Context: an optimization exercise on an open-source flow, tuned for small area. The choices shown serve that exercise and are no tape-out recipe. Function was checked by simulation only, so behaviour that the tests miss may differ from the original. Power and IR drop assume default switching activity.

[design/flow/flow/run.sh]
#!/bin/bash
# Standard ORFS layout (the standard.sh, standard synthesis unchanged) with:
#  - port buffers of the smallest buffer cell instead of the default pick,
#  - clock tree synthesis without dummy loads and with a chosen buffer list,
# make's full output goes to make.log here; ORFS keeps each step's log under orfs/logs/.
set -euo pipefail
CTS_BUFS="${CTS_BUFS:-sky130_fd_sc_hd__clkbuf_16}"
CTS_SIZE="${CTS_SIZE:-25}"
CTS_DIAM="${CTS_DIAM:-100}"
bash standard.sh \
  "BUFFER_PORTS_ARGS=-buffer_cell sky130_fd_sc_hd__buf_1" \
  "CTS_ARGS=-sink_clustering_enable -repair_clock_nets -dont_use_dummy_load -buf_list {$CTS_BUFS} -sink_clustering_size $CTS_SIZE -sink_clustering_max_diameter $CTS_DIAM" \
  finish > make.log 2>&1
[design/flow/standard.sh]
#!/bin/bash
# synth_recipe.tcl (not shown) runs the flow's synth.tcl, then flattens the netlist and writes it again
# the make line also repeats each setting of config.mk as NAME=value (left out here)
make -C /OpenROAD-flow-scripts/flow DESIGN_CONFIG=/design/flow/config.mk WORK_HOME=/design/flow/orfs CLKGATE_MAP_FILE= SYNTH_SCRIPT=/design/flow/synth_recipe.tcl "${@:-finish}"
[design/flow/config.mk]
export PLATFORM = sky130hd
export DESIGN_NAME = wb_regfile_stage
export DESIGN_NICKNAME = wb_regfile_stage
export VERILOG_FILES = /design/flow/design.v
export SDC_FILE = /design/flow/constraint.sdc
export NUM_CORES = 4
export LEC_CHECK = 0
export CAP_MARGIN = 10
export CORE_MARGIN = 2
export CORE_UTILIZATION = 60
export SLEW_MARGIN = 10
export SYNTH_HIERARCHICAL = 1
[design/flow/constraint.sdc]
create_clock -name core_clock -period 7.0 [get_ports {clk}]
set_input_delay 1.4000 -clock core_clock [delete_from_list [all_inputs] [get_ports {clk}]]
set_output_delay 1.4000 -clock core_clock [all_outputs]
set_load 0.01 [all_outputs]
[design/flow/design.v]
package pipeline_pkg;
  localparam logic [4:0] REG_ZERO = 5'd0;
  localparam logic [4:0] REG_V0   = 5'd2;
  localparam logic [4:0] REG_A0   = 5'd4;
  localparam logic [4:0] REG_RA   = 5'd31;
  typedef enum logic {
    RUN    = 1'b0,
    HALTED = 1'b1
  } state_t;
endpackage
module regfile_32x32 #(
  parameter int DATA_W = 32
) (
  input  logic              clk,
  input  logic              rst,
  input  logic              we,
  input  logic [4:0]        waddr,
  input  logic [DATA_W-1:0] wdata,
  input  logic [DATA_W-1:0] wdata_rst,
  input  logic [4:0]        ra_no,
  input  logic [4:0]        rb_no,
  output logic [DATA_W-1:0] ra_data,
  output logic [DATA_W-1:0] rb_data,
  output logic [DATA_W-1:0] v0_data,
  output logic [DATA_W-1:0] a0_data
);
  logic [DATA_W-1:0] regs [32];
  logic [31:0]       wsel, asel, bsel;
  logic              abyp, bbyp;
  for (genvar i = 0; i < 32; i++) begin : g_dec
    assign wsel[i] = we && waddr == 5'(i);
    assign asel[i] = ra_no == 5'(i) && !wsel[i];
    assign bsel[i] = rb_no == 5'(i) && !wsel[i];
  end
  assign regs[0] = '0;
  for (genvar i = 1; i < 32; i++) begin : g_reg
    always_ff @(posedge clk) begin
      if (rst || wsel[i]) regs[i] <= wdata_rst;
    end
  end
  assign abyp = we && ra_no == waddr && ra_no != 5'd0;
  assign bbyp = we && rb_no == waddr && rb_no != 5'd0;
  for (genvar b = 0; b < DATA_W; b++) begin : g_rd
    logic [31:0] col;
    assign col[0] = wdata[b];
    for (genvar i = 1; i < 32; i++) begin : g_col
      assign col[i] = regs[i][b];
    end
    rf_read_bit u_ra (.d(col), .sel({asel[31:1], abyp}), .q(ra_data[b]));
    rf_read_bit u_rb (.d(col), .sel({bsel[31:1], bbyp}), .q(rb_data[b]));
  end
  assign v0_data = regs[pipeline_pkg::REG_V0];
  assign a0_data = regs[pipeline_pkg::REG_A0];
endmodule
module rf_read_bit (
  input  logic [31:0] d,
  input  logic [31:0] sel,
  output logic        q
);
  logic [10:0] n;
  for (genvar g = 0; g < 10; g++) begin : g_aoi
    rf_aoi222 u_aoi (.d(d[3*g+2:3*g]), .s(sel[3*g+2:3*g]), .y(n[g]));
  end
  assign n[10] = ~((d[30] & sel[30]) | (d[31] & sel[31]));
  logic [2:0] p;
  rf_nand4 u_n0 (.a(n[3:0]), .y(p[0]));
  rf_nand4 u_n1 (.a(n[7:4]), .y(p[1]));
  assign p[2] = ~&n[10:8];
  assign q = |p;
endmodule
module rf_nand4 (
  input  logic [3:0] a,
  output logic       y
);
  assign y = ~&a;
endmodule
module rf_aoi222 (
  input  logic [2:0] d,
  input  logic [2:0] s,
  output logic       y
);
  assign y = ~|(d & s);
endmodule
module wb_regfile_stage #(
  parameter int DATA_W    = 32,
  parameter int CNT_W     = 32,
  parameter int EXIT_CODE = 10
) (
  input  logic              clk,
  input  logic              rst,
  input  logic              effective,
  input  logic [31:0]       ir,
  input  logic [31:0]       pc,
  input  logic              syscall,
  input  logic              jal,
  input  logic              reg_write,
  input  logic              write_back,
  input  logic [DATA_W-1:0] r1,
  input  logic [DATA_W-1:0] r2,
  input  logic [4:0]        rd_no,
  input  logic [4:0]        ra_no,
  input  logic [4:0]        rb_no,
  output logic [DATA_W-1:0] ra_data,
  output logic [DATA_W-1:0] rb_data,
  output logic              halt,
  output logic [DATA_W-1:0] disp_data,
  output logic              disp_valid,
  output logic [CNT_W-1:0]  retire_cnt
);
  pipeline_pkg::state_t            state_q, state_d;
  logic [DATA_W-1:0] wdata, wdata_rst, v0_data, a0_data;
  logic [4:0]        wdest;
  logic              we, retire, sys_fire, v0_exit;
  logic              unused_ir;
  assign unused_ir = ^ir;
  logic [2:0] wsrc;
  logic [DATA_W-1:0] pc4;
  assign pc4  = DATA_W'(pc + 32'd4);
  assign wsrc = {!jal && !write_back, !jal && write_back, jal};
  for (genvar b = 0; b < DATA_W; b++) begin : g_wdata
    wb_wdata_bit u_wd (
      .d   ({r1[b], r2[b], pc4[b]}),
      .s   (wsrc),
      .rst (rst),
      .q   (wdata[b]),
      .q_rst (wdata_rst[b])
    );
  end
  assign wdest    = jal ? pipeline_pkg::REG_RA : rd_no;
  assign retire   = (state_q == pipeline_pkg::RUN) && effective;
  assign we       = retire && (reg_write || jal) && (wdest != pipeline_pkg::REG_ZERO);
  assign sys_fire = retire && syscall;
  assign v0_exit  = (v0_data == DATA_W'(EXIT_CODE));
  regfile_32x32 #(.DATA_W(DATA_W)) u_rf (
    .clk     (clk),
    .rst     (rst),
    .we      (we),
    .waddr   (wdest),
    .wdata   (wdata),
    .wdata_rst (wdata_rst),
    .ra_no   (ra_no),
    .rb_no   (rb_no),
    .ra_data (ra_data),
    .rb_data (rb_data),
    .v0_data (v0_data),
    .a0_data (a0_data)
  );
  always_ff @(posedge clk) begin
    if (rst) state_q <= pipeline_pkg::RUN;
    else     state_q <= state_d;
  end
  always_comb begin
    state_d = state_q;
    case (state_q)
      pipeline_pkg::RUN:     if (sys_fire && v0_exit) state_d = pipeline_pkg::HALTED;
      pipeline_pkg::HALTED:  state_d = pipeline_pkg::HALTED;
      default: state_d = pipeline_pkg::RUN;
    endcase
  end
  always_comb begin
    halt = (state_q == pipeline_pkg::HALTED);
  end
  logic              disp_ld, disp_keep;
  logic [DATA_W-1:0] disp_d;
  assign disp_ld   = sys_fire && !v0_exit && !rst;
  assign disp_keep = !(sys_fire && !v0_exit) && !rst;
  for (genvar b = 0; b < DATA_W; b++) begin : g_disp
    wb_ao22 u_dd (.a(a0_data[b]), .sa(disp_ld), .b(disp_data[b]), .sb(disp_keep), .y(disp_d[b]));
  end
  always_ff @(posedge clk) begin
    disp_data <= disp_d;
    if (rst) disp_valid <= 1'b0;
    else     disp_valid <= sys_fire && !v0_exit;
  end
  logic [CNT_W:0]   cnt_c;
  logic [CNT_W-1:0] cnt_d;
  logic             cnt_run, cnt_sat;
  assign cnt_c[0] = retire;
  assign cnt_run  = !rst;
  assign cnt_sat  = cnt_c[CNT_W] && !rst;
  for (genvar i = 0; i < CNT_W; i++) begin : g_cnt
    wb_cnt_bit u_cb (.q(retire_cnt[i]), .ci(cnt_c[i]), .run(cnt_run), .sat(cnt_sat),
                     .co(cnt_c[i+1]), .d(cnt_d[i]));
  end
  always_ff @(posedge clk) retire_cnt <= cnt_d;
endmodule
module wb_wdata_bit (
  input  logic [2:0] d,
  input  logic [2:0] s,
  input  logic       rst,
  output logic       q,
  output logic       q_rst
);
  logic n;
  assign n     = ~|(d & s);
  assign q     = ~n;
  assign q_rst = ~(n | rst);
endmodule
module wb_ao22 (
  input  logic a,
  input  logic sa,
  input  logic b,
  input  logic sb,
  output logic y
);
  assign y = (a & sa) | (b & sb);
endmodule
module wb_cnt_bit (
  input  logic q,
  input  logic ci,
  input  logic run,
  input  logic sat,
  output logic co,
  output logic d
);
  assign co = q & ci;
  assign d  = ((q ^ ci) & run) | sat;
endmodule
==> results.sh, run 1 <==
export IMPL_fin_crit_sh=0.979
export IMPL_cts_setup_buffers=0
export IMPL_cts_tree="built"
export IMPL_crit_type="in -> out"
export IMPL_track_usage=0.428
export IMPL_slew_viol_final=0
export IMPL_rsz0062_at_grt="false"
export IMPL_port_buffers=247
export IMPL_powerDensity_nw_per_um2=256
export IMPL_clkLatencyLatePin_ns=0.67
export IMPL_cts_resized=0
export IMPL_netSwitchingFraction=0.258
export IMPL_syn_area_per_cell_sq_um=16.7
export IMPL_synth_seq_cells=1058
export IMPL_p_sw_w=0.00317
export IMPL_fin_util=0.671
export IMPL_boundaryPins=280
export IMPL_cpMostUsedCell="nand4_1"
export IMPL_area_growth_pct=10.7
export IMPL_design_area_sq_um=47900
export IMPL_fin_nets=3114
export IMPL_p_comb_frac=0.106
export IMPL_layout_common_cells="edfxtp_1 (992), a222oi_1 (672), buf_1 (245)"
export IMPL_routed_wl_um=163000
export IMPL_drt_pass1_iter_count=14
export IMPL_initial_core_util=0.606
export IMPL_start_kind="input pin"
export IMPL_cts_max_level=2
export IMPL_max_clock_path_buffers=3
export IMPL_ys_seq_area_frac=0.718
export IMPL_cts_buffers=49
export IMPL_internal_power_w=0.00911
export IMPL_slew_headroom=0.142
export IMPL_status="finished clean"
export IMPL_cts_num_sinks=1058
export IMPL_gp_congestion=0.941
export IMPL_endpoint_kind="output port"
export IMPL_hold_ws_ns=0.480
export IMPL_crit_chain="buf_1 > and4_1 > and2_1 > nand4_1 > xnor2_1 > a222oi_1 > inv_1 > a222oi_1 > nand4_1 > nor2_1 > buf_4 > nand4_1 > buf_1"
export IMPL_min_period_ns=6.85
export IMPL_min_path_type="reg -> reg"
export IMPL_clockPowerShare=0.252
export IMPL_grt_pass1_vias=31300
export IMPL_dp_hpwl_um=93500
export IMPL_synth_edf_count=992
export IMPL_cp_num_buf_inv=4
export IMPL_layout_drive_gt1_share=0.123
export IMPL_cap_viol_max_count=0
export IMPL_netlist_area_sq_um=43300
export IMPL_syn_inst=2591
export IMPL_syn_nets=2774
export IMPL_vias=33400
export IMPL_grt_pass1_wl_um=225000
export IMPL_placed_area_sq_um=46700
export IMPL_die_area_sq_um=74400
export IMPL_synth_area_leaders="edfxtp_1 (69%), a222oi_1 (16%), dfxtp_1 (3.0%), nand4_1 (3.0%), nor2_1 (1.2%)"
export IMPL_drc_errors=0
export IMPL_fmax_mhz=146
export IMPL_yosysWarnings=9
export IMPL_routed_via_density=8.60
export IMPL_core_area_sq_um=71500
export IMPL_ys_async_sr_fraction=0
export IMPL_grt_overflow_total=0
export IMPL_p_leak_nw=15.4
export IMPL_cp_max_fo=11
export IMPL_ant_nets=0
export IMPL_drt_initial_drc_count=9914
export IMPL_critical_path_required_ns=5.60
export IMPL_cpPeakStageDelay_ns=0.86
export IMPL_cp_data_arrival_time_ns=5.45
export IMPL_die_w_um=273
export IMPL_final_hold_viol_count=0
export IMPL_clockRootBuffer="clkbuf_16"
export IMPL_wl_per_cell_um=42.0
export IMPL_hold_buffers=0
export IMPL_synth_cell_type_count=43
export IMPL_rows=98
export IMPL_power_frac_seq=0.642
export IMPL_grt_start_max_net_pins=42
export IMPL_grt_antenna_before_repair=4
export IMPL_die_h_um=273
export IMPL_final_common_cell="edfxtp_1"
export IMPL_skew_ns=0.0736
export IMPL_ys_flop_type="edfxtp_1"
export IMPL_cp_top_family="simple AND/OR/NAND/NOR gates"
export IMPL_tightest_slew_ns=1.29
export IMPL_yosysTopAreaCell="edfxtp_1"
export IMPL_peakVddDrop_uv=278
export IMPL_setup_viol=0
export IMPL_path_clk_slew_ns=0.09
export IMPL_synth_top_area_frac=0.688
export IMPL_cp_slowest_cell="a222oi_1"
## worst paths after layout
kind	start	end	slack, ns	cells after the start
worst min register to register	disp_data[27]$_DFF_P_	disp_data[27]$_DFF_P_	0.48	1
worst max register to register	state_q$_SDFF_PP0_	retire_cnt[12]$_DFF_P_	0.82	35
worst max-delay path	pc[13]	ra_data[23]	0.15	13
worst min-delay path	disp_data[27]$_DFF_P_	disp_data[27]$_DFF_P_	0.48	1
## synthesized netlist by cell type (32+ instances only)
cell	instances
a222oi_1	672
or2_2	40
ha_1	33
buf_4	65
nand4_1	207
a21o_1	32
a22o_1	32
nor2_1	136
inv_1	35
a22oi_1	64
nor3_1	50
edfxtp_1	992
dfxtp_1	66
xnor2_1	32
## through the flow
step	setup WS, ns	TNS (ns)	cells	power, W
4_1_cts	0.228	0	3878	0.0122
3_5_place_dp	-0.403	-12.49	3829	0.00922
5_1_grt	0.0221	0	3879	0.0125
6_report	0.149	0	3881	0.0123
3_3_place_gp	-0.310	-9.86	3829	0.00915
2_1_floorplan	0.0000275	0	2591	0.00849
## sequential cells by signal (all words and copies together) (netlist names)
name,count
disp_valid,1
retire_cnt,32
state_q,1
u_rf.regs,992
disp_data,32
## logic make-up after synthesis
kind of cell               share of synthesized area
DFF                                            0.718
AOI/OAI and AO/OA                              0.180
and+or+nand+nor                               0.0688
adders and majority gates                    0.00953
xor gates and xnor gates                     0.00728
buffers and inverters                         0.0165
## power by group through the flow
stage                     logic, W  clock network, W  registers (W)
final                      0.00130           0.00310        0.00788
after global routing       0.00131           0.00330        0.00793
after CTS                  0.00123           0.00309        0.00786
after detailed placement   0.00122                 0        0.00800
after global placement     0.00120                 0        0.00795
after floorplan           0.000584                 0        0.00791
## per-layer routing
layer,vias up,global-route usage,routed length (um)
met4,10,0.255,11100
met2,3522,0.613,69200
li1,12900,-,-
met3,531,0.137,28800
met5,-,0.00513,71
met1,16400,0.577,54000
## Yosys stat by module (local to each module, per instance), a selection
module	copies in the design	flip-flops and latches
wb_regfile_stage	1	66
wb_cnt_bit	32	0
rf_read_bit	64	0
wb_wdata_bit	32	0
rf_aoi222	640	0
wb_ao22	32	0
rf_nand4	128	0
## final cells by class
cell class | instances | area (sq um)
sequential | 1058 | 31100
fill | 4931 | 23500
multi-input combinational | 1412 | 12100
timing repair buffer | 375 | 2150
clock buffer | 49 | 1230
tap | 950 | 1190
inverter | 35 | 131
antenna | 2 | 5.00
==> inputs of run 2 (changes only) <==
--- a/design/flow/design.v
+++ b/design/flow/design.v
@@ -177,9 +177,18 @@
   logic             cnt_run, cnt_sat;
-  assign cnt_c[0] = retire;
+  logic [CNT_W/8-1:0] cnt_ones;
+  logic [CNT_W/8:0]   cnt_bc;
+  logic [CNT_W-1:0]   cnt_co;
   assign cnt_run  = !rst;
-  assign cnt_sat  = cnt_c[CNT_W] && !rst;
+  assign cnt_sat  = cnt_bc[CNT_W/8] && !rst;
+  assign cnt_bc[0] = retire;
+  for (genvar k = 0; k < CNT_W/8; k++) begin : g_cnt_blk
+    assign cnt_ones[k]  = &retire_cnt[8*k+7:8*k];
+    assign cnt_bc[k+1]  = retire && (&cnt_ones[k:0]);
+  end
   for (genvar i = 0; i < CNT_W; i++) begin : g_cnt
+    assign cnt_c[i] = (i % 8 == 0) ? cnt_bc[i/8] : cnt_co[i-1];
     wb_cnt_bit u_cb (.q(retire_cnt[i]), .ci(cnt_c[i]), .run(cnt_run), .sat(cnt_sat),
-                     .co(cnt_c[i+1]), .d(cnt_d[i]));
-  end
+                     .co(cnt_co[i]), .d(cnt_d[i]));
+  end
+  assign cnt_c[CNT_W] = cnt_bc[CNT_W/8];
   always_ff @(posedge clk) retire_cnt <= cnt_d;
==> design/flow/flow/run.sh (replaced) <==
#!/bin/bash
# Standard ORFS layout (the standard.sh, standard synthesis unchanged) with:
#  - port buffers of the smallest buffer cell instead of the default pick,
#  - clock tree synthesis without dummy loads and with a chosen buffer list and
#    cluster size,
#  - no slew/capacitance over-fix margin up to placement, and a margin from
#    clock tree synthesis on, where global-route parasitics show the real loads.
# make's output goes to make_place.log and make_finish.log here; ORFS keeps each
# step's log under orfs/logs/.
set -euo pipefail
CTS_BUFS="${CTS_BUFS:-sky130_fd_sc_hd__clkbuf_16}"
CTS_SIZE="${CTS_SIZE:-25}"
CTS_DIAM="${CTS_DIAM:-100}"
COMMON=(
  "BUFFER_PORTS_ARGS=-buffer_cell sky130_fd_sc_hd__buf_1"
  "CTS_ARGS=-sink_clustering_enable -repair_clock_nets -dont_use_dummy_load -buf_list {$CTS_BUFS} -sink_clustering_size $CTS_SIZE -sink_clustering_max_diameter $CTS_DIAM"
)
bash standard.sh "${COMMON[@]}" SLEW_MARGIN=0 CAP_MARGIN=0 place > make_place.log 2>&1
bash standard.sh "${COMMON[@]}" SLEW_MARGIN=15 CAP_MARGIN=15 finish > make_finish.log 2>&1
--- a/design/flow/config.mk
+++ b/design/flow/config.mk
@@ -7,6 +7,6 @@
 export LEC_CHECK = 0
-export CAP_MARGIN = 10
+export CAP_MARGIN = 20
 export CORE_MARGIN = 2
 export CORE_UTILIZATION = 60
-export SLEW_MARGIN = 10
+export SLEW_MARGIN = 20
 export SYNTH_HIERARCHICAL = 1
==> run 2 against run 1 <==
Against the previous run: global-route usage is 0.68 points lower; synthesized area up 0.15%; critical path depth shrank 2; synthesized cell count increased by 0.66%; non-clock buffer count grew 21; final cell count rose by 0.98%; core utilization decreased by 0.25 points; flip-flop and latch count is the same; routed wire length shrank 1.2%; final area fell by 0.37%; critical path type unchanged; largest power group unchanged; highest routed layer unchanged.
==> results.sh, run 2 <==
export IMPL_status="finished clean"
export IMPL_die_area_sq_um=74500
export IMPL_syn_nets=2791
export IMPL_initial_core_util=0.607
export IMPL_ys_seq_area_frac=0.717
export IMPL_placedCellCount=3867
export IMPL_p_leak_nw=15.6
export IMPL_synth_top_area_frac=0.687
export IMPL_hold_buffers=0
export IMPL_die_h_um=273
export IMPL_core_area_sq_um=71500
export IMPL_ys_flop_type="edfxtp_1"
export IMPL_synth_cell_type_count=44
export IMPL_largest_register_ffs=992
export IMPL_min_path_type="reg -> reg"
export IMPL_fin_nets=3151
export IMPL_cap_viol_max_count=0
export IMPL_synth_edf_count=992
export IMPL_routed_via_density=8.51
export IMPL_cts_tree="built"
export IMPL_area_growth_pct=10.1
export IMPL_yosysWarnings=9
export IMPL_regMostFlops="u_rf.regs"
export IMPL_cts_setup_buffers=0
export IMPL_slew_viol_final=0
export IMPL_fill_cells=4996
export IMPL_fin_util=0.668
export IMPL_cts_num_sinks=1058
export IMPL_start_kind="input pin"
export IMPL_cp_data_arrival_time_ns=5.50
export IMPL_grt_antenna_before_repair=4
export IMPL_cts_max_level=2
export IMPL_synth_area_leaders="edfxtp_1 (69%), a222oi_1 (16%), nand4_1 (3.1%), dfxtp_1 (3.0%), nor2_1 (1.2%)"
export IMPL_final_common_cell="edfxtp_1"
export IMPL_slew_headroom=0.134
export IMPL_wl_per_cell_um=41.1
export IMPL_layout_common_cells="edfxtp_1 (992), a222oi_1 (672), buf_1 (245)"
export IMPL_critical_path_required_ns=5.60
export IMPL_hold_ws_ns=0.477
export IMPL_tns_ns=0
export IMPL_drt_pass1_iter_count=14
export IMPL_crit_type="in -> out"
export IMPL_drt_initial_drc_count=10000
export IMPL_cp_max_fo=25
export IMPL_grt_start_max_net_pins=55
export IMPL_cts_resized=0
export IMPL_syn_area_per_cell_sq_um=16.6
export IMPL_ys_async_sr_fraction=0
export IMPL_reg_top3="u_rf.regs x992, disp_data x32, retire_cnt x32"
export IMPL_fmax_mhz=145
export IMPL_path_clk_slew_ns=0.08
export IMPL_endpoint_kind="output port"
export IMPL_grt_pass1_vias=31600
export IMPL_peakVddDrop_uv=240
export IMPL_yosysTopAreaCell="edfxtp_1"
export IMPL_ant_nets=0
export IMPL_max_clock_path_buffers=3
export IMPL_dp_hpwl_um=94800
export IMPL_boundaryPins=280
export IMPL_die_w_um=273
export IMPL_grt_overflow_total=0
export IMPL_track_usage=0.421
export IMPL_rsz0062_at_grt="false"
export IMPL_fin_crit_sh=0.985
export IMPL_syn_inst=2608
export IMPL_gp_congestion=0.983
export IMPL_synth_seq_cells=1058
export IMPL_finalPower_w=0.0122
export IMPL_rows=98
export IMPL_skew_ns=0.0517
export IMPL_netlist_area_sq_um=43400
export IMPL_ys_top_cells_by_count="edfxtp_1 (992), a222oi_1 (672), nand4_1 (213)"
export IMPL_min_period_ns=6.90
export IMPL_port_buffers=247
export IMPL_grt_pass1_wl_um=222000
export IMPL_vias=33400
export IMPL_layout_drive_gt1_share=0.117
export IMPL_cts_buffers=48
export IMPL_drc_errors=0
export IMPL_clkLatencyLatePin_ns=0.66
export IMPL_final_hold_viol_count=0
export IMPL_synth_most_common_cell="edfxtp_1"
export IMPL_clockRootBuffer="clkbuf_16"
export IMPL_powerDensity_nw_per_um2=256
export IMPL_stdcell_count=3919
export IMPL_routed_wl_um=161000
export IMPL_setup_viol=0
export IMPL_tightest_slew_ns=1.30
run 2: cell types whose count changed in the layout (fill, tap and decap cells not counted), sizes merged, moves of 3 or more:
| cell | previous run | this run |
|---|---|---|
| nand3 | 13 | 17 |
| nand4 | 208 | 214 |
| buf | 374 | 395 |
| nor3 | 50 | 53 |
| and4 | 7 | 4 |
| nor2 | 136 | 142 |
run 2: per-module statistics from Yosys (local to each module, per instance), a selection:
module            cells inside  cell area (sq um)
wb_ao22                      1               8.76
wb_cnt_bit                   2               20.0
rf_aoi222                    1               10.0
wb_wdata_bit                 3               17.5
rf_read_bit                  3               17.5
rf_nand4                     1               6.26
wb_regfile_stage           194               2170
run 2: worst max-delay path, stage by stage:
cell and delay [ns]:
clkbuf_2 0.27, or2_2 0.49, or4b_4 0.58, nor2_1 0.32, nor4_2 0.20, buf_12 0.26
a222oi_1 0.38, nand4_1 0.40, nor2_1 0.64, nand4_1 0.30, buf_1 0.20
run 2: path summary, 6_finish.rpt:
| path | from | end | slack (ns) | cells after the start |
|---|---|---|---|---|
| worst min-delay path | disp_data[17]$_DFF_P_ | disp_data[17]$_DFF_P_ | 0.48 | 1 |
| worst min register to register | disp_data[17]$_DFF_P_ | disp_data[17]$_DFF_P_ | 0.48 | 1 |
| worst max-delay path | jal | ra_data[4] | 0.10 | 11 |
| worst max register to register | u_rf.regs[2][9]$_DFFE_PP_ | disp_data[5]$_DFF_P_ | 3.61 | 6 |
run 2: area by class of cell:
| type | instances | area [sq um] | share of cell area |
|---|---|---|---|
| Sequential cell | 1058 | 31100 | 0.651 |
| Clock buffer | 48 | 1200 | 0.0251 |
| Antenna cell | 3 | 7.51 | 0.000157 |
| Tap cell | 950 | 1190 | 0.0249 |
| Multi-Input combinational cell | 1427 | 12000 | 0.252 |
| Inverter | 37 | 139 | 0.00291 |
| Timing Repair Buffer | 396 | 2090 | 0.0437 |
run 2: through the flow:
stage          cell area, sq um  setup WS, ns
2_1_floorplan             43400         0.542
3_3_place_gp              46500         0.455
3_5_place_dp              46500         0.395
4_1_cts                   47700         0.394
5_1_grt                   47800         0.109
6_report                  47800         0.102
run 2: per-layer routing:
metal | share of wire | vias to the layer above | global-route usage
li1 | - | 13000 | -
met1 | 0.33 | 16400 | 0.571
met2 | 0.42 | 3501 | 0.593
met3 | 0.18 | 484 | 0.149
met4 | 0.067 | 6 | 0.241
met5 | 0.00097 | - | 0.00128
run 2: cell families (layout without fill, tap and decap cells):
logic type,count (synthesis),after routing,synth area share
compound gates,807,807,0.179
xor+xnor,36,36,0.00727
fa+ha+maj,33,33,0.00952
buf+inv,123,481,0.0169
flops,1058,1058,0.717
other cells,0,3,0
simple gates,551,551,0.0700
run 2: where the power goes:
part           leakage [nW]  switching (W)  internal (W)
sequential             10.1       0.000311       0.00757
clock                 0.592        0.00184       0.00123
combinational          4.86        0.00101      0.000291
==> inputs of run 3 (changes only) <==
--- a/design/flow/flow/run.sh
+++ b/design/flow/flow/run.sh
@@ -11,3 +11,3 @@
 CTS_BUFS="${CTS_BUFS:-sky130_fd_sc_hd__clkbuf_16}"
-CTS_SIZE="${CTS_SIZE:-25}"
+CTS_SIZE="${CTS_SIZE:-28}"
 CTS_DIAM="${CTS_DIAM:-100}"
==> run 3 against run 2 <==
Against the previous run: maximum frequency decreased by 0.66%; global-route usage about the same; final area decreased by 0.25%; final cell count about the same; clock power decreased by 5%; critical path depth unchanged.
==> results.sh, run 3 <==
export IMPL_crit_type="in -> out"
export IMPL_design_area_sq_um=47600
export IMPL_largest_register_ffs=992
export IMPL_fill_cells=5015
export IMPL_powerDensity_nw_per_um2=254
export IMPL_placed_area_sq_um=46500
export IMPL_rsz0062_at_grt="false"
export IMPL_wl_met3_um=28900
export IMPL_skew_ns=0.0713
export IMPL_cts_resized=0
export IMPL_synth_most_common_cell="edfxtp_1"
export IMPL_die_w_um=273
export IMPL_peakVddDrop_uv=253
export IMPL_fmax_mhz=144
export IMPL_critical_path_required_ns=5.60
export IMPL_ys_top_cells_by_count="edfxtp_1 (992), a222oi_1 (672), nand4_1 (213)"
export IMPL_die_h_um=273
export IMPL_gp_congestion=0.983
export IMPL_boundaryPins=280
export IMPL_r2r_start="u_rf.regs[2][9]$_DFFE_PP_"
export IMPL_ys_async_sr_fraction=0
export IMPL_highest_layer="met5"
export IMPL_initial_core_util=0.607
export IMPL_ys_flop_type="edfxtp_1"
export IMPL_drc_errors=0
export IMPL_grt_pass1_wl_um=221000
export IMPL_synth_edf_count=992
export IMPL_crit_start="jal"
export IMPL_routed_wl_um=161000
export IMPL_cap_viol_max_count=0
export IMPL_layout_drive_gt1_share=0.116
export IMPL_start_kind="input pin"
export IMPL_ys_seq_area_frac=0.717
export IMPL_cp_data_arrival_time_ns=5.54
export IMPL_tightest_slew_ns=1.27
export IMPL_rows=98
export IMPL_regMostFlops="u_rf.regs"
export IMPL_routed_via_density=8.55
export IMPL_fin_crit_sh=0.992
export IMPL_core_area_sq_um=71500
export IMPL_multi_input_area_sq_um=12000
export IMPL_met1_length_um=53600
export IMPL_synth_cell_type_count=44
export IMPL_synth_top_area_frac=0.687
export IMPL_grt_start_max_net_pins=55
export IMPL_path_clk_slew_ns=0.10
export IMPL_hold_path_startpoint="disp_data[10]$_DFF_P_"
export IMPL_final_hold_viol_count=0
export IMPL_fin_util=0.667
export IMPL_cp_max_fo=25
export IMPL_netlist_area_sq_um=43400
export IMPL_max_clock_path_buffers=3
export IMPL_p_leak_nw=15.5
export IMPL_slew_viol_final=0
export IMPL_status="finished clean"
export IMPL_reg_top3="u_rf.regs x992, disp_data x32, retire_cnt x32"
export IMPL_cts_tree="built"
export IMPL_grt_pass1_vias=31400
export IMPL_setup_viol=0
export IMPL_min_path_type="reg -> reg"
export IMPL_vias=33500
export IMPL_wl_per_cell_um=41.1
export IMPL_die_area_sq_um=74500
export IMPL_drt_initial_drc_count=10300
export IMPL_clockRootBuffer="clkbuf_16"
export IMPL_slew_headroom=0.151
export IMPL_layout_area_seq_sq_um=31100
export IMPL_ant_nets=0
export IMPL_drt_pass1_iter_count=19
export IMPL_min_period_ns=6.94
export IMPL_hold_buffers=0
export IMPL_endpoint_kind="output port"
export IMPL_dp_hpwl_um=94800
export IMPL_clkLatencyLatePin_ns=0.65
export IMPL_syn_nets=2791
export IMPL_synth_area_leaders="edfxtp_1 (69%), a222oi_1 (16%), nand4_1 (3.1%), dfxtp_1 (3.0%), nor2_1 (1.2%)"
export IMPL_cts_max_level=2
export IMPL_fin_nets=3146
export IMPL_grt_overflow_total=0
export IMPL_grt_antenna_before_repair=7
export IMPL_cts_setup_buffers=0
export IMPL_final_common_cell="edfxtp_1"
export IMPL_syn_inst=2608
export IMPL_cts_buffers=43
export IMPL_port_buffers=247
export IMPL_synth_seq_cells=1058
export IMPL_yosysWarnings=9
export IMPL_layout_common_cells="edfxtp_1 (992), a222oi_1 (672), buf_1 (245)"
export IMPL_area_growth_pct=9.80
export IMPL_tns_ns=0
export IMPL_cts_num_sinks=1058
export IMPL_track_usage=0.421
export IMPL_yosysTopAreaCell="edfxtp_1"
export IMPL_wl_met2_um=68100
export IMPL_syn_area_per_cell_sq_um=16.6
-- run 3: cell counts after synthesis --
Identical to the previous run, type by type.
-- run 3: cell type report --
class | count | area share
Tap cell | 950 | 0.0249
Antenna cell | 5 | 0.000263
Sequential cell | 1058 | 0.653
Inverter | 37 | 0.00291
Clock buffer | 43 | 0.0226
Multi-Input combinational cell | 1427 | 0.253
Timing Repair Buffer | 396 | 0.0438
-- run 3: routing by layer --
layer,GRT usage,up-vias
met3,0.145,473
li1,-,13000
met4,0.239,8
met1,0.572,16400
met5,0,-
met2,0.595,3582
-- run 3: kinds of logic (layout without fill, tap and decap cells) --
kind of cell               after synthesis  count (layout)  share of synthesized area
other                                    0               5                          0
buffers and inverters                  123             476                     0.0169
xor gates and xnor gates                36              36                    0.00727
adders and majority gates               33              33                    0.00952
DFF                                   1058            1058                      0.717
AOI/OAI and AO/OA                      807             807                      0.179
and+or+nand+nor                        551             551                     0.0700
-- run 3: final timing paths --
path	to	slack (ns)	cells after the start
worst max register to register	disp_data[26]$_DFF_P_	3.54	6
worst min-delay path	disp_data[10]$_DFF_P_	0.48	1
worst max-delay path	ra_data[4]	0.06	11
worst min register to register	disp_data[10]$_DFF_P_	0.48	1
-- run 3: through the flow --
| step | cells | hold WS, ns | total power (W) | setup WS (ns) |
|---|---|---|---|---|
| final | 3916 | 0.482 | 0.0121 | 0.0558 |
| after global routing | 3911 | 0.508 | 0.0123 | 0.0327 |
| after CTS | 3910 | 0.485 | 0.0120 | 0.394 |
| after detailed placement | 3867 | 0.455 | 0.00922 | 0.395 |
| after global placement | 3867 | 0.454 | 0.00914 | 0.455 |
| after floorplan | 2608 | 0.511 | 0.00849 | 0.542 |
-- run 3: per-module statistics from Yosys (local to each module, per instance), a selection --
| module | cells | area (sq um) | flops+latches |
|---|---|---|---|
| rf_aoi222 | 1 | 10.0 | 0 |
| rf_nand4 | 1 | 6.26 | 0 |
| rf_read_bit | 3 | 17.5 | 0 |
| wb_ao22 | 1 | 8.76 | 0 |
| wb_cnt_bit | 2 | 20.0 | 0 |
| wb_regfile_stage | 194 | 2170 | 66 |
| wb_wdata_bit | 3 | 17.5 | 0 |
-- run 3: power breakdown --
group | switching [W] | internal [W] | leakage (nW) | total (W)
Clock | 0.00179 | 0.00111 | 0.530 | 0.00290
Sequential | 0.000312 | 0.00757 | 10.1 | 0.00788
Combinational | 0.00101 | 0.000291 | 4.86 | 0.00130
-- run 3: worst max-delay path, cell delays in order --
cell      delay (ns)
clkbuf_2        0.26
or2_2           0.49
or4b_4          0.58
nor2_1          0.32
nor4_2          0.21
buf_12          0.26
a222oi_1        0.37
nand4_1         0.43
nor2_1          0.65
nand4_1         0.32
buf_1           0.21
==> inputs of run 4 (changes only) <==
--- a/design/flow/config.mk
+++ b/design/flow/config.mk
@@ -9,3 +9,3 @@
 export CORE_MARGIN = 2
-export CORE_UTILIZATION = 60
+export CORE_UTILIZATION = 64
 export SLEW_MARGIN = 20
==> run 4 against run 3 <==
Against the previous run: flip-flop and latch count unchanged; largest cell class unchanged; non-clock buffer count decreased by 18; routed wire length decreased by 1.5%; register-to-register slack improved by 0.02 ns; synthesized area stayed put; total power about the same; first-iteration DRC count up 4.0%; still clean on timing, DRC and antenna; clock power hardly changed; maximum frequency rose by 1.2%; worst hold slack about the same.
==> results.sh, run 4 <==
export IMPL_start_kind="input pin"
export IMPL_die_h_um=264
export IMPL_max_clock_path_buffers=3
export IMPL_synth_area_leaders="edfxtp_1 (69%), a222oi_1 (16%), nand4_1 (3.1%), dfxtp_1 (3.0%), nor2_1 (1.2%)"
export IMPL_synth_cell_type_count=44
export IMPL_cts_resized=0
export IMPL_port_buffers=247
export IMPL_final_hold_viol_count=0
export IMPL_min_period_ns=6.86
export IMPL_regMostFlops="u_rf.regs"
export IMPL_grt_use_met3=0.151
export IMPL_grt_busiest_layer="met2"
export IMPL_yosysTopAreaCell="edfxtp_1"
export IMPL_skew_ns=0.0609
export IMPL_fin_util=0.706
export IMPL_tightest_slew_ns=1.37
export IMPL_grt_start_max_net_pins=51
export IMPL_grt_util_met2=0.619
export IMPL_met1_usage=0.602
export IMPL_powerDensity_nw_per_um2=255
export IMPL_min_path_type="reg -> reg"
export IMPL_drc_errors=0
export IMPL_ys_flop_type="edfxtp_1"
export IMPL_cts_buffers=43
export IMPL_cts_setup_buffers=0
export IMPL_path_clk_slew_ns=0.08
export IMPL_wl_per_cell_um=41.6
export IMPL_cts_tree="built"
export IMPL_routed_wl_um=159000
export IMPL_initial_core_util=0.646
export IMPL_reg_top3="u_rf.regs x992, disp_data x32, retire_cnt x32"
export IMPL_cp_num_buf_inv=3
export IMPL_fin_nets=3128
export IMPL_slew_headroom=0.0787
export IMPL_rsz0062_at_grt="false"
export IMPL_p_leak_nw=15.4
export IMPL_syn_area_per_cell_sq_um=16.6
export IMPL_cp_top_family="simple AND/OR/NAND/NOR gates"
export IMPL_grt_overflow_total=0
export IMPL_vias=33500
export IMPL_tns_ns=0
export IMPL_fill_cells=4397
export IMPL_synth_seq_cells=1058
export IMPL_endpoint_kind="output port"
export IMPL_yosysWarnings=9
export IMPL_crit_type="in -> out"
export IMPL_dp_hpwl_um=92500
export IMPL_fmax_mhz=146
export IMPL_drt_pass1_iter_count=17
export IMPL_placed_area_sq_um=46300
export IMPL_cp_max_fo=6
export IMPL_rows=95
export IMPL_layout_drive_gt1_share=0.110
export IMPL_die_w_um=264
export IMPL_clockRootBuffer="clkbuf_16"
export IMPL_largest_register_ffs=992
export IMPL_cp_data_arrival_time_ns=5.46
export IMPL_final_common_cell="edfxtp_1"
export IMPL_area_growth_pct=9.34
export IMPL_hold_buffers=0
export IMPL_grt_antenna_before_repair=6
export IMPL_antenna_cells=0
export IMPL_cpPeakStageDelay_ns=0.77
export IMPL_syn_inst=2608
export IMPL_design_area_sq_um=47400
export IMPL_synth_edf_count=992
export IMPL_syn_nets=2791
export IMPL_slew_viol_final=0
export IMPL_drt_initial_drc_count=10700
export IMPL_layout_setup_ws_ns=0.140
export IMPL_layout_common_cells="edfxtp_1 (992), a222oi_1 (672), buf_1 (245)"
export IMPL_boundaryPins=280
export IMPL_cap_viol_max_count=0
export IMPL_ys_top_cells_by_count="edfxtp_1 (992), a222oi_1 (672), nand4_1 (213)"
export IMPL_critical_path_required_ns=5.60
export IMPL_core_area_sq_um=67200
export IMPL_peakVddDrop_uv=268
export IMPL_grt_pass1_vias=31200
export IMPL_grt_pass1_wl_um=219000
export IMPL_crit_chain="buf_1 > nand4_1 > or3_1 > nor2_1 > xnor2_1 > a222oi_1 > inv_1 > a222oi_1 > nand4_1 > nor2_1 > nand4_1 > buf_1"
export IMPL_ant_nets=0
export IMPL_ys_async_sr_fraction=0
export IMPL_cp_slowest_cell="a222oi_1"
export IMPL_fin_crit_sh=0.980
export IMPL_status="finished clean"
export IMPL_setup_viol=0
export IMPL_ys_seq_area_frac=0.717
export IMPL_routed_via_density=8.78
export IMPL_die_area_sq_um=69900
export IMPL_cts_max_level=2
export IMPL_netlist_area_sq_um=43400
export IMPL_pre_cts_slack_ns=0.519
export IMPL_track_usage=0.441
export IMPL_cts_num_sinks=1058
export IMPL_synth_most_common_cell="edfxtp_1"
export IMPL_clkLatencyLatePin_ns=0.64
export IMPL_synth_top_area_frac=0.687
export IMPL_gp_congestion=0.999
export IMPL_cpMostUsedCell="nand4_1"
[run 4: path summary, 6_finish.rpt]
kind	startpoint	slack, ns	cells past startpoint	endpoint
min reg2reg	disp_data[31]$_DFF_P_	0.48	1	disp_data[31]$_DFF_P_
min	disp_data[31]$_DFF_P_	0.48	1	disp_data[31]$_DFF_P_
max	pc[7]	0.14	12	ra_data[15]
max reg2reg	u_rf.regs[2][8]$_DFFE_PP_	3.56	6	disp_data[20]$_DFF_P_
[run 4: final cells by class]
cell class | instances | area, sq um | share of cell area
repair buffers | 378 | 2000 | 0.0422
flip-flops and latches | 1058 | 31100 | 0.656
well taps | 873 | 1090 | 0.0230
inverters | 37 | 139 | 0.00293
clock buffers | 43 | 1080 | 0.0227
multi-input cells | 1427 | 12000 | 0.254
[run 4: kinds of logic (layout without fill, tap and decap cells)]
kind of cell | Yosys count | in the layout | synth area share
compound gates | 807 | 807 | 0.179
flops | 1058 | 1058 | 0.717
simple gates | 551 | 551 | 0.0700
buf+inv | 123 | 458 | 0.0169
xor+xnor | 36 | 36 | 0.00727
fa+ha+maj | 33 | 33 | 0.00952
[run 4: power by group]
group / switching, W / internal [W]
clock: 0.00180 / 0.00111
sequential: 0.000312 / 0.00757
combinational: 0.00100 / 0.000283
[run 4: per-module statistics from Yosys (local to each module, per instance), a selection]
module	times used	cells inside
wb_regfile_stage	1	194
wb_cnt_bit	32	2
rf_read_bit	64	3
wb_ao22	32	1
rf_nand4	128	1
wb_wdata_bit	32	3
rf_aoi222	640	1
[run 4: metrics by stage]
stage | instances | total power, W | hold slack, ns
after global routing | 3816 | 0.0123 | 0.494
after CTS | 3816 | 0.0119 | 0.480
after detailed placement | 3773 | 0.00920 | 0.457
final | 3816 | 0.0121 | 0.483
after global placement | 3773 | 0.00912 | 0.455
after floorplan | 2608 | 0.00849 | 0.511
[run 4: layer usage]
| metal | vias up | part of all wire |
|---|---|---|
| met5 | - | 0.00040 |
| met4 | 10 | 0.071 |
| met3 | 561 | 0.19 |
| met2 | 3791 | 0.42 |
| met1 | 16200 | 0.32 |
| li1 | 13000 | - |

==> re-timing with driven ports <==
The flow's constraints put no driver on any port. The routed layouts listed below were extracted and timed again, unchanged, in two steps.
Step 1 sets driving cells, clkbuf_16 on the clock port and buf_2 on the other inputs (assumed; they add their load-dependent delay and slew).
Step 2 times the ports against the registers' clock, not the clock port: input delays grow and output delays shrink by t, the midpoint of the rising clock arrivals with the driver on.
a / b / c = no drivers / after step 1 / after step 2; a / b = the first two.
run | t (ns) | slack for setup (ns) | cell pins on the clock port's net
run 1 | 0.688 | 0.149 / 0.125 / -0.389 | 1
run 2 | 0.706 | 0.102 / 0.077 / 0.077 | 1
run 3 | 0.689 | 0.056 / 0.031 / 0.031 | 1
run 4 | 0.673 | 0.140 / 0.117 / 0.117 | 1
With both steps, setup timing fails in run 1, where it was met with ideal ports. The setup slack of run 1, which loses most, moves by -0.024 ns with the drivers and by -0.538 ns with both steps.
